Source: an optimization exercise on an open RTL-to-GDS flow (aim: small area). Production flows keep margins and buffers that such runs may drop. In this exercise RTL edits were held to simulation tests only and were not proved equivalent to the original. No activity file was given, so power comes from the tool's default toggle rates.

Setup of run C:
// exec_unit
module exec_unit (
	input  logic        clk,
	input  logic        rst,
	input  logic        hold,
	input  logic [4:0]  mode,
	input  logic [1:0]  sub_mode,
	input  logic        rw,
	input  logic [31:0] x1,
	input  logic [31:0] x2,
	input  logic [4:0]  m_num,
	input  logic [4:0]  l_num,
	input  logic [3:0]  y1_sel,
	input  logic [1:0]  y2_sel,
	input  logic [31:0] tag_addr_in,
	input  logic [7:0]  tag_flags_in,
	input  logic        irq_in_valid,
	input  logic [7:0]  irq_in_num,
	output logic [31:0] y1,
	output logic [31:0] y2,
	output logic [3:0]  y1_channel,
	output logic [1:0]  y2_channel,
	output logic [31:0] tag_addr_out,
	output logic [7:0]  tag_flags_out,
	output logic        irq_out_valid,
	output logic [7:0]  irq_out_num
);
Settings: LEC_CHECK=0, CAP_MARGIN=20, CORE_MARGIN=2, CORE_UTILIZATION=45, GPL_TIMING_DRIVEN=0, SETUP_SLACK_MARGIN=0.4, SLEW_MARGIN=20; clock period 5.0 ns.
standard.sh (not shown) runs the stock make flow with config.mk's settings and CLKGATE_MAP_FILE= SYNTH_SCRIPT=/design/flow/synth_recipe.tcl, a recipe that flattens the netlist after the stock synthesis.
==> flow/flow/run.sh <==
#!/bin/bash
# Standard ORFS layout with three changes: synthesis maps with an area-oriented ABC script
# (synth_area.tcl wraps synth_recipe.tcl, registers untouched), ports get buf_1 buffers, and
# the clock tree uses clkbuf_8 buffers without dummy loads or wider clock wires. The rotator
# module rot32 is mapped onto inverting mux gates (see synth_area.tcl).
# Floorplan only removes synthesis buffers (REMOVE_ABC_BUFFERS) instead of repairing timing there.
# make's full output goes to layout.log here; ORFS keeps each step's log under orfs/logs.
set -euo pipefail
W=$PWD
export AREA_ABC_SCRIPT=$W/flow/area.abc
export FLOW_SYNTH_TCL=$W/synth_recipe.tcl
export ROT_ABC_SCRIPT=$W/flow/rot.abc
export ROT_LIB=$W/rot_cells.lib
python3 $W/flow/rot_lib.py $FLOW_HOME/platforms/sky130hd/lib/sky130_fd_sc_hd__tt_025C_1v80.lib $ROT_LIB
bash standard.sh \
	"SYNTH_SCRIPT=$W/flow/synth_area.tcl" \
	"SYNTH_KEEP_MODULES=rot32" \
	"REMOVE_ABC_BUFFERS=1" \
	"BUFFER_PORTS_ARGS=-buffer_cell sky130_fd_sc_hd__buf_1" \
	"CTS_ARGS=-sink_clustering_enable -repair_clock_nets -sink_clustering_size 30 -buf_list sky130_fd_sc_hd__clkbuf_8 -dont_use_dummy_load -apply_ndr none" \
	${FW_TARGETS:-finish} > layout.log 2>&1
==> flow/flow/area.abc <==
strash
dch -f
amap
topo
stime -c
==> flow/flow/rot.abc <==
strash
dch -f
amap
topo
==> flow/flow/rot_lib.py <==
# Writes a liberty file holding only the cells the rotator may be mapped onto, cut from the
# platform library: python3 rot_lib.py PLATFORM_LIB OUT_LIB
import re
import sys

text = open(sys.argv[1]).read()
start = text.index('\n    cell (')
parts = re.split(r'(?=\n    cell \()', text[start:])
keep = [p for p in parts
        if re.match(r'\n    cell \("?sky130_fd_sc_hd__(o22ai_1|inv_1|nand2_1|nor2_1)"?\)', p)]
open(sys.argv[2], 'w').write(text[:start] + ''.join(keep) + '\n}\n')
==> flow/flow/synth_area.tcl <==
# The standard synthesis (synth_recipe.tcl, registers untouched) with two mapping changes:
# the top module is mapped with an area-oriented ABC script (area.abc), and the rotator module
# rot32, kept apart until synth_recipe.tcl flattens the design, is mapped first onto inverting
# mux gates only (rot_cells.lib: o22ai, inv, nand2, nor2 cut from the platform library).
set ::area_abc_script $::env(AREA_ABC_SCRIPT)
set ::rot_abc_script $::env(ROT_ABC_SCRIPT)
set ::rot_lib $::env(ROT_LIB)
proc abc {args} {
  set i [lsearch -exact $args -script]
  if { $i >= 0 } {
    lset args [expr { $i + 1 }] $::area_abc_script
  }
  yosys abc -script $::rot_abc_script -liberty $::rot_lib rot32
  yosys abc {*}$args $::env(DESIGN_NAME)
}
source $::env(FLOW_SYNTH_TCL)
### run C -> run F
diff --git a/flow/flow/run.sh b/flow/flow/run.sh
--- a/flow/flow/run.sh
+++ b/flow/flow/run.sh
@@ -5,3 +5,2 @@
 # module rot32 is mapped onto inverting mux gates (see synth_area.tcl).
-# Floorplan only removes synthesis buffers (REMOVE_ABC_BUFFERS) instead of repairing timing there.
 # make's full output goes to layout.log here; ORFS keeps each step's log under orfs/logs.
@@ -17,3 +16,2 @@
 	"SYNTH_KEEP_MODULES=rot32" \
-	"REMOVE_ABC_BUFFERS=1" \
 	"BUFFER_PORTS_ARGS=-buffer_cell sky130_fd_sc_hd__buf_1" \
==> comparison <==
- Of run F and run C, it is run F that has the higher critical path depth in cells.
- Re met1 track demand over resource in global routing: run C was lower than run F.
- Cell area after layout went up slightly going from run C to run F.
- From run C to run F the numbers moved as follows: worst-case vdd ir drop fell by about 1.1%, share of cell area taken by multi-input logic gates was more or less identical, largest stage delay on the critical path +0.14 ns.
- Looking at met3 track utilization from global routing, run F sits 1.4 points higher than run C does.

port drivers added, routing unchanged:
In the flow no input, the clock included, has a driving cell. The finished layouts below were timed again as built, in two steps.
Step 1 assumes that a clkbuf_16 drives the clock port and a buf_2 every other input.
Step 2 moves the port delays by t, midway between the first and last clock arrival at a register: inputs arrive t later, outputs are due t later. That takes back most of the time a late clock gives input paths.
a / b / c = ideal / step 1 / step 2; a / b = the first two.
run | t, ns | slack for setup (ns) | cell pins on the clock port's net
run C | 0.499 | 0.439 / 0.465 / -0.034 | 1
run F | 0.497 | 0.477 / 0.498 / 0.000 | 1
With both steps, setup timing fails in run C, where it was met with ideal ports. The setup slack of run F, which loses most, moves by +0.021 ns with the drivers and by -0.477 ns with both steps.
